This is an optimization exercise on Yosys and OpenROAD, whose aim is small area, a short achievable clock period and few clock cycles per item, not a production implementation.
The RTL was checked by simulation tests, not by an equivalence proof against the original design.

==> flow/design.v, too long to show whole: its modules and the start of the top module <==
// module fltr_sched: 1763 lines
// module fltr_fa: 4 lines
// module fltr_ha: 4 lines
module fltr_sched #(
   parameter int unsigned NCH  = 4,
   parameter int unsigned TAPS = 4,
   parameter int unsigned DW   = 16,
   parameter int unsigned CW   = 16,
   parameter int unsigned OW   = 32
) (
   input  logic                     clk,
   input  logic                     rst_n,
   input  logic [NCH-1:0]           req_vld,
   input  logic [NCH*DW-1:0]        req_data,
   output logic [NCH-1:0]           req_rdy,
   input  logic                     cfg_we,
   input  logic [$clog2(TAPS)-1:0]  cfg_addr,
   input  logic [CW-1:0]            cfg_coef,
   output logic                     cfg_busy,
   output logic                     out_vld,
   input  logic                     out_rdy,
   output logic [$clog2(NCH)-1:0]   out_ch,
   output logic [OW-1:0]            out_data
);
  // ...
==> flow/run.sh <==
#!/bin/bash
# synth_recipe.tcl (not shown) runs the flow's synth.tcl, then flattens the netlist and writes it again
# the make line also repeats each setting of config.mk as NAME=value (left out here)
make -C /OpenROAD-flow-scripts/flow DESIGN_CONFIG=/design/flow/config.mk WORK_HOME=/design/flow/orfs CLKGATE_MAP_FILE= SYNTH_SCRIPT=/design/flow/synth_recipe.tcl finish
==> flow/config.mk <==
export PLATFORM = sky130hd
export DESIGN_NAME = fltr_sched
export DESIGN_NICKNAME = fltr_sched
export VERILOG_FILES = /design/flow/design.v
export SDC_FILE = /design/flow/constraint.sdc
export NUM_CORES = 4
export LEC_CHECK = 0
export CAP_MARGIN = 20
export CORE_MARGIN = 2
export CORE_UTILIZATION = 40
export SLEW_MARGIN = 20
export SYNTH_HIERARCHICAL = 1
export SYNTH_MINIMUM_KEEP_SIZE = 0
==> flow/constraint.sdc <==
create_clock -name core_clock -period 11.0 [get_ports {clk}]
set_input_delay 2.2000 -clock core_clock [delete_from_list [all_inputs] [get_ports {clk}]]
set_output_delay 2.2000 -clock core_clock [all_outputs]
set_load 0.01 [all_outputs]
==> impl_summary.log, run 1 <==
[metrics] CTS tree: yes
[metrics] clk sinks: 320
[metrics] crit-path cells: buf_4 -> ha_1 -> and3_1 -> buf_4 -> a22oi_1 -> nand2_1 -> a22oi_1 -> xnor2_1 -> fa_1 -> fa_1 -> fa_1 -> fa_1 -> fa_1 -> fa_1 -> fa_1 -> ha_1 -> a21o_1 -> a311o_1 -> o21ai_2 -> o211ai_1 -> a211o_1 -> a21oi_4 -> o21ai_1
[metrics] TNS Setup: 0 ns
[metrics] global routing met2 resource utilization: 0.4413
[metrics] relative area of non-clock buffer cells in the final design: 0.05224
[metrics] Post-Place Cell Area: 42810 um2
[metrics] via count of the first global-routing pass: 32801
[metrics] dominant combinational cell family by area after synthesis: adder cells
[metrics] depth of the most critical reg-to-reg path: 23
[metrics] top cell type's share of synthesized area: 0.2590
[metrics] achievable frequency: 0.09993 GHz
[metrics] highest routing layer actually used: met5
[metrics] most frequent cell after synthesis: sky130_fd_sc_hd__a22oi_1
[metrics] Met2 Wirelength: 66110 um
[metrics] net total in the final layout: 4599
[metrics] quantity of hold-fixing buffers added after cts: 0
[metrics] number of design-rule violations left by the first detailed-router iteration: 4117
[metrics] flop and latch count out of synthesis: 320
[metrics] most frequent standard cell in the layout excluding fill and tap cells: sky130_fd_sc_hd__a22oi_1
[metrics] largest registers in the final layout: hist_q (192), coef_q (64), o_data_q (32)
[metrics] result of the run: complete, no violations
[metrics] Clock transition at path regs: 0.06 ns
[metrics] first-pass iteration count of the detailed router: 6
[metrics] input/output buffers: 129
[metrics] Final ANT Viol Nets: 0
[metrics] largest buffer count on any clock path: 3
[metrics] Routability Congestion: 0.9784
[metrics] worst-case register-to-register setup slack: 0.99 ns
Testbench counts, summed over its fixed seeds: cycles 2,064, items 2,048.
==> run 2, diff against run 1 <==
--- a/flow/design.v
+++ b/flow/design.v
@@ -15,79 +15,73 @@
    input  logic [CW-1:0]            cfg_coef,
    output logic                     cfg_busy,
    output logic                     out_vld,
    input  logic                     out_rdy,
    output logic [$clog2(NCH)-1:0]   out_ch,
    output logic [OW-1:0]            out_data
 );
    logic [1:0]        last_q;
-   logic [3:0][15:0]  coef_q;
+   logic [3:0][7:0]   bone, btwo, bneg;    
    logic [3:0][2:0][15:0] hist_q;    
    logic [3:0][1:0]   cnt_q;         
-   logic [15:0]       x_q;
-   logic              c_vld_q;
-   logic [1:0]        c_ch_q;
+   logic [3:0][15:0]  op_q;          
+   logic              a_vld_q;
+   logic [1:0]        a_ch_q;
    logic              o_vld_q;
    logic [1:0]        o_ch_q;
-   logic [31:0]       o_data_q;
-   logic [3:0] gnt;
-   logic [1:0] gnt_ch;
+   logic [33:0]       o_ra_q, o_rb_q;
+   logic [3:0][3:0] hp;
    always_comb begin
-      logic [1:0] idx;
-      gnt    = '0;
-      gnt_ch = last_q;
-      for (int n = 3; n >= 0; n--) begin
-         idx = last_q + 2'(n + 1);
-         if (req_vld[idx]) begin
-            gnt      = '0;
-            gnt[idx] = 1'b1;
-            gnt_ch   = idx;
+      for (int g = 0; g < 4; g++) begin
+         logic seen;
+         hp[g] = '0;
+         seen  = 1'b0;
+         for (int n = 1; n < 4; n++) begin
+            logic [1:0] idx;
+            idx = last_q + 2'(n);
+            if (idx == 2'(g)) seen = 1'b1;
+            if (!seen) hp[g][idx] = 1'b1;
          end
       end
    end
-   logic out_move, acc_ok, hs, c_done;
+   logic [3:0] gnt;
+   logic [1:0] gnt_ch;
+   always_comb begin
+      for (int g = 0; g < 4; g++) gnt[g] = req_vld[g] && ((req_vld & hp[g]) == 4'b0);
+      gnt_ch = {gnt[3] | gnt[2], gnt[3] | gnt[1]};
+   end
+   logic out_move, acc_ok, hs;
    assign out_move = !o_vld_q || out_rdy;
-   assign acc_ok   = !c_vld_q || out_move;
+   assign acc_ok   = !a_vld_q || out_move;
    assign hs       = acc_ok && (req_vld != 4'b0);
-   assign c_done   = c_vld_q && out_move;
    assign req_rdy  = acc_ok ? gnt : 4'b0;
-   logic [15:0] x_d;
-   always_comb begin
-      x_d = '0;
-      for (int c = 0; c < 4; c++) if (gnt[c]) x_d = x_d | req_data[16*c +: 16];
-   end
-   logic [3:0][15:0] d;    
+   logic [3:0][15:0] op_d;
    always_comb begin
-      d    = '0;
-      d[0] = x_q;
-      for (int c = 0; c < 4; c++)
+      op_d = '0;
+      for (int c = 0; c < 4; c++) begin
+         if (gnt[c]) op_d[0] = op_d[0] | req_data[16*c +: 16];
          for (int k = 1; k < 4; k++)
-            if (c_ch_q == 2'(c) && cnt_q[c] >= 2'(k)) d[k] = d[k] | hist_q[c][k-1];
+            if (gnt[c] && cnt_q[c] >= 2'(k)) op_d[k] = op_d[k] | hist_q[c][k-1];
+      end
    end
-   logic [3:0][7:0] bone, btwo, bneg;
+   logic [3:0][15:0] d;
+   assign d = op_q;
+   logic [7:0] wone, wtwo, wneg;
    always_comb begin
-      for (int k = 0; k < 4; k++)
-         for (int j = 0; j < 8; j++) begin
-            logic b2, b1, b0;
-            b2 = coef_q[k][2*j+1];
-            b1 = coef_q[k][2*j];
-            b0 = (j == 0) ? 1'b0 : coef_q[k][2*j-1];
-            bone[k][j] = b1 ^ b0;
-            btwo[k][j] = (b2 & !b1 & !b0) | (!b2 & b1 & b0);
-            bneg[k][j] = b2 & !(b1 & b0);
-         end
+      for (int j = 0; j < 8; j++) begin
+         logic b2, b1, b0;
+         b2 = cfg_coef[2*j+1];
+         b1 = cfg_coef[2*j];
+         b0 = (j == 0) ? 1'b0 : cfg_coef[2*j-1];
+         wone[j] = b1 ^ b0;
+         wtwo[j] = (b2 & !b1 & !b0) | (!b2 & b1 & b0);
+         wneg[j] = b2 & !(b1 & b0);
+      end
    end
-   logic [3:0][7:0] bp1, bn1, bp2, bn2;
-   logic [3:0][15:0] dn;
-   assign dn = ~d;
-   assign bp1 = bone & ~bneg;
-   assign bn1 = bone & bneg;
-   assign bp2 = btwo & ~bneg;
-   assign bn2 = btwo & bneg;
    wire pp0_0_0 = ((bone[0][0] & d[0][0])) ^ bneg[0][0];
    wire pp0_0_1 = ((bone[0][0] & d[0][1]) | (btwo[0][0] & d[0][0])) ^ bneg[0][0];
    wire pp0_0_2 = ((bone[0][0] & d[0][2]) | (btwo[0][0] & d[0][1])) ^ bneg[0][0];
    wire pp0_0_3 = ((bone[0][0] & d[0][3]) | (btwo[0][0] & d[0][2])) ^ bneg[0][0];
    wire pp0_0_4 = ((bone[0][0] & d[0][4]) | (btwo[0][0] & d[0][3])) ^ bneg[0][0];
    wire pp0_0_5 = ((bone[0][0] & d[0][5]) | (btwo[0][0] & d[0][4])) ^ bneg[0][0];
    wire pp0_0_6 = ((bone[0][0] & d[0][6]) | (btwo[0][0] & d[0][5])) ^ bneg[0][0];
    wire pp0_0_7 = ((bone[0][0] & d[0][7]) | (btwo[0][0] & d[0][6])) ^ bneg[0][0];
@@ -622,17 +616,16 @@
    wire pp3_7_9 = ((bone[3][7] & d[3][9]) | (btwo[3][7] & d[3][8])) ^ bneg[3][7];
    wire pp3_7_10 = ((bone[3][7] & d[3][10]) | (btwo[3][7] & d[3][9])) ^ bneg[3][7];
    wire pp3_7_11 = ((bone[3][7] & d[3][11]) | (btwo[3][7] & d[3][10])) ^ bneg[3][7];
    wire pp3_7_12 = ((bone[3][7] & d[3][12]) | (btwo[3][7] & d[3][11])) ^ bneg[3][7];
    wire pp3_7_13 = ((bone[3][7] & d[3][13]) | (btwo[3][7] & d[3][12])) ^ bneg[3][7];
    wire pp3_7_14 = ((bone[3][7] & d[3][14]) | (btwo[3][7] & d[3][13])) ^ bneg[3][7];
    wire pp3_7_15 = ((bone[3][7] & d[3][15]) | (btwo[3][7] & d[3][14])) ^ bneg[3][7];
    wire pp3_7_16 = ~(((bone[3][7] & d[3][15]) | (btwo[3][7] & d[3][15])) ^ bneg[3][7]);
-   logic [33:0] acc;
    wire fs1, fc1;
    fltr_fa u_fs1 (.a(bneg[0][6]), .b(bneg[1][6]), .c(bneg[2][6]), .s(fs1), .co(fc1));
    wire fs2, fc2;
    fltr_fa u_fs2 (.a(bneg[3][6]), .b(pp0_0_12), .c(pp0_1_10), .s(fs2), .co(fc2));
    wire fs3, fc3;
    fltr_fa u_fs3 (.a(pp0_0_13), .b(pp0_1_11), .c(pp0_2_9), .s(fs3), .co(fc3));
    wire fs4, fc4;
    fltr_fa u_fs4 (.a(bneg[0][7]), .b(bneg[1][7]), .c(bneg[2][7]), .s(fs4), .co(fc4));
@@ -1721,50 +1714,97 @@
    wire fs516, fc516;
    fltr_fa u_fs516 (.a(fc453), .b(fs486), .c(fc485), .s(fs516), .co(fc516));
    wire fs517, fc517;
    fltr_fa u_fs517 (.a(fc455), .b(fs487), .c(fc486), .s(fs517), .co(fc517));
    wire fs518, fc518;
    fltr_fa u_fs518 (.a(hs29), .b(fc457), .c(fc487), .s(fs518), .co(fc518));
    wire [33:0] row_a = {1'b1, fc518, fc517, fc516, fc515, fc514, fc513, fc512, fc511, fc510, fc509, fc508, fc507, fc506, fc505, fc504, fc503, fc502, fc501, fc500, fc499, fc498, fc497, fc496, fc495, fc494, fc493, fc492, fc491, fc490, fc489, fc488, hc30, hs30};
    wire [33:0] row_b = {1'b0, hc29, fs518, fs517, fs516, fs515, fs514, fs513, fs512, fs511, fs510, fs509, fs508, fs507, fs506, fs505, fs504, fs503, fs502, fs501, fs500, fs499, fs498, fs497, fs496, fs495, fs494, fs493, fs492, fs491, fs490, fs489, fs488, hs28};
-   assign acc = row_a + row_b;
-   logic [31:0] sat;
-   assign sat = (acc[33:31] == 3'b000 || acc[33:31] == 3'b111) ? acc[31:0] :
-                acc[33] ? 32'h8000_0000 : 32'h7FFF_FFFF;
+   logic [33:0] op_, og_;
+   assign op_ = o_ra_q ^ o_rb_q;
+   assign og_ = o_ra_q & o_rb_q;
+   logic [30:0] gl [0:5];
+   logic [30:0] pl [0:5];
+   assign gl[0] = og_[30:0];
+   assign pl[0] = op_[30:0];
+   for (genvar l = 0; l < 5; l++) begin : g_ks
+      for (genvar i = 0; i < 31; i++) begin : g_bit
+         if (i >= (1 << l)) begin : g_op
+            fltr_pg u_pg (.gh(gl[l][i]), .ph(pl[l][i]), .gl(gl[l][i - (1 << l)]),
+                          .pl(pl[l][i - (1 << l)]), .g(gl[l+1][i]), .p(pl[l+1][i]));
+         end else begin : g_pass
+            assign gl[l+1][i] = gl[l][i];
+            assign pl[l+1][i] = pl[l][i];
+         end
+      end
+   end
+   logic [31:0] cy;           
+   assign cy = {gl[5], 1'b0};
+   logic [30:0] s_lo;
+   assign s_lo = op_[30:0] ^ cy[30:0];
+   logic [2:0] s_hi0, s_hi1;
+   logic c32_0, c33_0, c32_1, c33_1;
+   assign c32_0 = og_[31];
+   assign c33_0 = og_[32] | (op_[32] & c32_0);
+   assign s_hi0 = {op_[33] ^ c33_0, op_[32] ^ c32_0, op_[31]};
+   assign c32_1 = og_[31] | op_[31];
+   assign c33_1 = og_[32] | (op_[32] & c32_1);
+   assign s_hi1 = {op_[33] ^ c33_1, op_[32] ^ c32_1, !op_[31]};
+   logic ovf0, ovf1;
+   assign ovf0 = !(s_hi0 == 3'b000 || s_hi0 == 3'b111);
+   assign ovf1 = !(s_hi1 == 3'b000 || s_hi1 == 3'b111);
+   logic [31:0] sat0, sat1, sat;
+   assign sat0 = ovf0 ? {s_hi0[2], {31{!s_hi0[2]}}} : {s_hi0[0], s_lo};
+   assign sat1 = ovf1 ? {s_hi1[2], {31{!s_hi1[2]}}} : {s_hi1[0], s_lo};
+   assign sat  = cy[31] ? sat1 : sat0;
    always_ff @(posedge clk or negedge rst_n) begin
       if (!rst_n) begin
          last_q  <= 2'd3;
-         coef_q  <= '0;
+         bone    <= '0;
+         btwo    <= '0;
+         bneg    <= '0;
          cnt_q   <= '0;
-         c_vld_q <= 1'b0;
+         a_vld_q <= 1'b0;
          o_vld_q <= 1'b0;
       end else begin
-         if (cfg_we && !c_vld_q) coef_q[cfg_addr] <= cfg_coef;
+         if (cfg_we && !a_vld_q) begin
+            bone[cfg_addr] <= wone;
+            btwo[cfg_addr] <= wtwo;
+            bneg[cfg_addr] <= wneg;
+         end
          if (hs) last_q <= gnt_ch;
-         if (acc_ok) c_vld_q <= hs;
-         if (out_move) o_vld_q <= c_vld_q;
-         if (c_done && cnt_q[c_ch_q] != 2'd3) cnt_q[c_ch_q] <= cnt_q[c_ch_q] + 2'd1;
+         for (int c = 0; c < 4; c++)
+            if (hs && gnt[c] && cnt_q[c] != 2'd3) cnt_q[c] <= cnt_q[c] + 2'd1;
+         if (acc_ok) a_vld_q <= hs;
+         if (out_move) o_vld_q <= a_vld_q;
       end
    end
    always_ff @(posedge clk) begin
-      if (hs) begin
-         x_q    <= x_d;
-         c_ch_q <= gnt_ch;
+      if (acc_ok) begin
+         op_q   <= op_d;
+         a_ch_q <= gnt_ch;
       end
-      if (c_done) hist_q[c_ch_q] <= {hist_q[c_ch_q][1:0], x_q};
+      for (int c = 0; c < 4; c++)
+         if (hs && gnt[c]) hist_q[c] <= {hist_q[c][1:0], req_data[16*c +: 16]};
       if (out_move) begin
-         o_ch_q   <= c_ch_q;
-         o_data_q <= sat;
+         o_ch_q  <= a_ch_q;
+         o_ra_q  <= row_a;
+         o_rb_q  <= row_b;
       end
    end
-   assign cfg_busy = c_vld_q;
+   assign cfg_busy = a_vld_q;
    assign out_vld  = o_vld_q;
    assign out_ch   = o_ch_q;
-   assign out_data = o_data_q;
+   assign out_data = sat;
+endmodule
+module fltr_pg (input logic gh, input logic ph, input logic gl, input logic pl,
+                output logic g, output logic p);
+   assign g = gh | (ph & gl);
+   assign p = ph & pl;
 endmodule
 module fltr_fa (input logic a, input logic b, input logic c, output logic s, output logic co);
    assign s  = a ^ b ^ c;
    assign co = (a & b) | (a & c) | (b & c);
 endmodule
 module fltr_ha (input logic a, input logic b, output logic s, output logic co);
    assign s  = a ^ b;
    assign co = a & b;
==> flow/flow/run.sh (new file) <==
#!/bin/bash
# Standard synthesis (bash standard.sh synth) and the standard layout, with a larger
# setup slack margin for ORFS's repair_timing steps so the layout is optimised beyond the
# 11 ns constraint. Logs: synth.log, layout.log (ORFS's per-step logs are under orfs/logs).
set -uo pipefail
MARGIN=6.0
bash standard.sh synth > synth.log 2>&1 || { tail -50 synth.log; exit 1; }
bash standard.sh SETUP_SLACK_MARGIN=$MARGIN "BUFFER_PORTS_ARGS=-buffer_cell sky130_fd_sc_hd__buf_4" finish > layout.log 2>&1 || { tail -50 layout.log; exit 1; }
==> flow/standard.sh (new file) <==
#!/bin/bash
# synth_recipe.tcl (not shown) runs the flow's synth.tcl, then flattens the netlist and writes it again
# the make line also repeats each setting of config.mk as NAME=value (left out here)
make -C /OpenROAD-flow-scripts/flow DESIGN_CONFIG=/design/flow/config.mk WORK_HOME=/design/flow/orfs CLKGATE_MAP_FILE= SYNTH_SCRIPT=/design/flow/synth_recipe.tcl "${@:-finish}"
removed: flow/run.sh
==> run 2 against run 1 <==
  * Still clean
  * Count of clock-buffer cells in the layout is 15 higher
  * Cell count is 11% lower
  * Via count is 13% lower
  * Wire length is 7.8% lower
  * Critical path type is now input pin to primary output
  * Critical endpoint is now req_rdy[3]
==> impl_summary.log, run 2 <==
[metrics] result of the run: complete, no violations
[metrics] largest net degree at the start of global routing: 70
[metrics] critical setup path kind: input pin to primary output
[metrics] Routability Congestion: 0.9894 (+1.1%)
[metrics] number of antenna violations at the first check in global routing: 2
[metrics] crit-path cells: buf_12 -> o21ai_2 -> o211ai_1 -> buf_6 -> or2_4 -> nor3_2 -> buf_4
[metrics] most used routing layer: met2
[metrics] CTS tree: yes
[metrics] WP data required: 8.80 ns
[metrics] input/output buffers: 129 (unchanged)
[metrics] number of buffers created by CTS: 47
[metrics] slowest cell on the critical path: sky130_fd_sc_hd__or2_4
[metrics] quantity of hold-fixing buffers added after cts: 0 (unchanged)
[metrics] Clock transition at path regs: 0.06 ns (about the same)
[metrics] placed wire-length estimate after detailed placement: 96260 um
[metrics] total inserted antenna cells: 0
[metrics] first-pass iteration count of the detailed router: 7 (+1)
[metrics] stage delay of the slowest cell on the critical path: 0.25 ns
[metrics] Syn-to-layout area delta: 17.58%
[metrics] Final ANT Viol Nets: 0 (unchanged)
[metrics] die boundary width: 316.6 um
[metrics] GR Util All Layers: 0.2738
[metrics] vias per inst: 6.123
[metrics] TNS Setup: 0 ns (unchanged)
[metrics] total count of hold-check failures in the final report: 0
[metrics] time the worst path needs with I/O delays and setup: 5.420 ns
[metrics] GRT met1 Usage: 0.3512
[metrics] Hold Path Class: flip-flop to flip-flop
[metrics] number of design-rule violations left by the first detailed-router iteration: 3516 (-15%)
[metrics] I/O Pins: 130
[metrics] highest-count cells in the layout ignoring fill and taps: 537 x sky130_fd_sc_hd__xnor2_1, 450 x sky130_fd_sc_hd__a22oi_1, 397 x sky130_fd_sc_hd__fa_1
[metrics] clk sinks: 434 (+36%)
[metrics] kind of end point of the critical path: primary output
[metrics] clock insertion delay at the later pin of the skew report: 0.61 ns
[metrics] Syn Area/Cell: 12.04 um2
[metrics] hold slack final: 0.4190 ns
[metrics] kind of start point of the critical path: input pin
[metrics] worst hold path startpoint: a_ch_q[1]
[metrics] clock tree root driver cell: sky130_fd_sc_hd__clkbuf_16
[metrics] largest registers in the final layout: hist_q (192), op_q (64)
[metrics] cell count after synthesis: 3246
[metrics] DRC: 0
[metrics] met3 routing resource usage after global routing: 0.08352
[metrics] achievable frequency: 0.1845 GHz (+85%)
[metrics] H-tree levels: 2
[metrics] global routing met2 resource utilization: 0.4365 (-0.004835)
[metrics] Total Die Area: 100300 um2
[metrics] final-report max-slew violation count: 0
[metrics] fraction of final layout cells with drive strength greater than 1: 0.2349
[metrics] net total in the final layout: 4050 (-12%)
[metrics] share of the cycle needed by the critical path after routing: 0.4927
[metrics] wire length of the first global-routing pass: 200200 um
[metrics] site row count: 114
[metrics] launching point of the worst reg2reg path: op_q[9]
[metrics] routed wire length per instance: 29.66 um
[metrics] y dimension of the die: 316.6 um
[metrics] Top reg by flops: hist_q
[metrics] Layout Skew: 0.02326 ns
[metrics] max-capacitance violation count: 0
[metrics] largest buffer count on any clock path: 3 (unchanged)
[metrics] endpoints failing setup: 0
[metrics] via count of the first global-routing pass: 29550 (-9.9%)
[metrics] area of the core: 96710 um2
[metrics] worst-path fanout max: 5
[metrics] residual overflow from global routing: 0
[metrics] wire length reported by the detailed router: 138200 um
[metrics] total standard cell area after synthesis: 39090 um2
[metrics] CP Launch Point: req_vld[0]
[metrics] number of flip-flops under the largest register name: 192
[metrics] crit path DAT: 3.22 ns
[metrics] initial cell density of the core: 0.4043
[metrics] unrepaired setup endpoints after global routing: yes
[metrics] remaining max-slew budget at the tightest pin: 0.2004
[metrics] share of the core filled with cells: 0.4753
[metrics] Syn. warnings: 11
[metrics] Worst Tran Pin Value: 1.193 ns
[metrics] most frequent standard cell in the layout excluding fill and tap cells: sky130_fd_sc_hd__xnor2_1
[metrics] routed via count: 28538
==> run 2: changes by cell type in the layout (fill, tap and decap cells not counted), moves of 82 or more <==
cell                              change
sky130_fd_sc_hd__nand2_1            -278
sky130_fd_sc_hd__buf_4              +204
sky130_fd_sc_hd__inv_1              -149
sky130_fd_sc_hd__clkdlybuf4s50_1    -128
sky130_fd_sc_hd__fa_2               +123
sky130_fd_sc_hd__fa_1               -122
sky130_fd_sc_hd__o22ai_1            -114
sky130_fd_sc_hd__a22oi_1             -99
sky130_fd_sc_hd__a21o_1              +92
sky130_fd_sc_hd__and2_1              +85
sky130_fd_sc_hd__edfxtp_1            +82
==> run 2: what timing repair did <==
action	4_1_cts	5_1_grt
pin swaps	73	86
setup endpoints to repair	64	67
setup buffers	131	46
cloned	10	0
gates resized for setup	217	125
==> run 2: area by class of cell <==
cell class	count	area, um2
Clock inverter	25	286.5
Tap cell	1276	1597
Fill cell	8665	50740
Sequential cell	434	12560
Clock buffer	63	1257
Inverter	54	210.2
Multi-Input combinational cell	2404	26310
Timing Repair Buffer	405	3740
==> run 2: critical path: cells and delay by family <==
kind,cells,cell delay [ns]
and+or+nand+nor,2,0.41
AOI/OAI and AO/OA,2,0.22
buffers and inverters,3,0.39
==> run 2: path summary, 6_finish.rpt <==
kind	to	slack, ns	depth (start not counted)
max	req_rdy[3]	5.58	7
max in group asynchronous	btwo[5]	8.00	2
min reg2reg	o_ch_q[1]	0.42	0
min in group asynchronous	cnt_q[6]	1.67	1
max reg2reg	o_rb_q[19]	5.71	12
min	o_ch_q[1]	0.42	0
==> run 2: per-layer routing <==
layer	part of all wire	routed length (um)
met4	0.046	6405
met3	0.12	16720
met1	0.38	52300
met2	0.45	62800
met5	0.00012	16
==> run 2: metrics by stage <==
stage / instance area (um2) / instances / setup slack (ns)
after floorplan: 39270 / 3253 / 4.969
after global routing: 45970 / 4661 / 5.527
final: 45970 / 4661 / 5.580
after global placement: 41100 / 4385 / 4.880
after CTS: 45000 / 4614 / 5.560
after detailed placement: 41100 / 4385 / 4.875
Testbench counts of run 2, summed over its fixed seeds: cycles 2,064, items 2,048.

[static timing again, ports no longer ideal]
No port has a modelled driver above. Below, the same layouts with a new extraction and two added sets of constraints.
Step 1 (the two cells are an assumption about what drives the block):
set clk [get_ports {clk}]
set_driving_cell -lib_cell sky130_fd_sc_hd__clkbuf_16 $clk
set_driving_cell -lib_cell sky130_fd_sc_hd__buf_2 [delete_from_list [all_inputs] $clk]
Step 2, shift: input delay + t, output delay - t, t = (earliest + latest rising clock arrival at the registers) / 2. This alone moves slack from input paths to output paths.
a / b / c = no drivers / after step 1 / after step 2; a / b = the first two.
run | t, ns | setup slack, ns | worst slew at a driven data input, ns | pins driven straight from the clock port
run 1 | 0.690 | 0.993 / 0.993 / 0.993 | 0.06 | 1
run 2 | 0.667 | 5.580 / 5.534 / 5.534 | 0.07 | 1
After both steps every run listed still meets setup and hold. The setup slack of run 2, which loses most, moves by -0.046 ns with the drivers and by -0.046 ns with both steps.
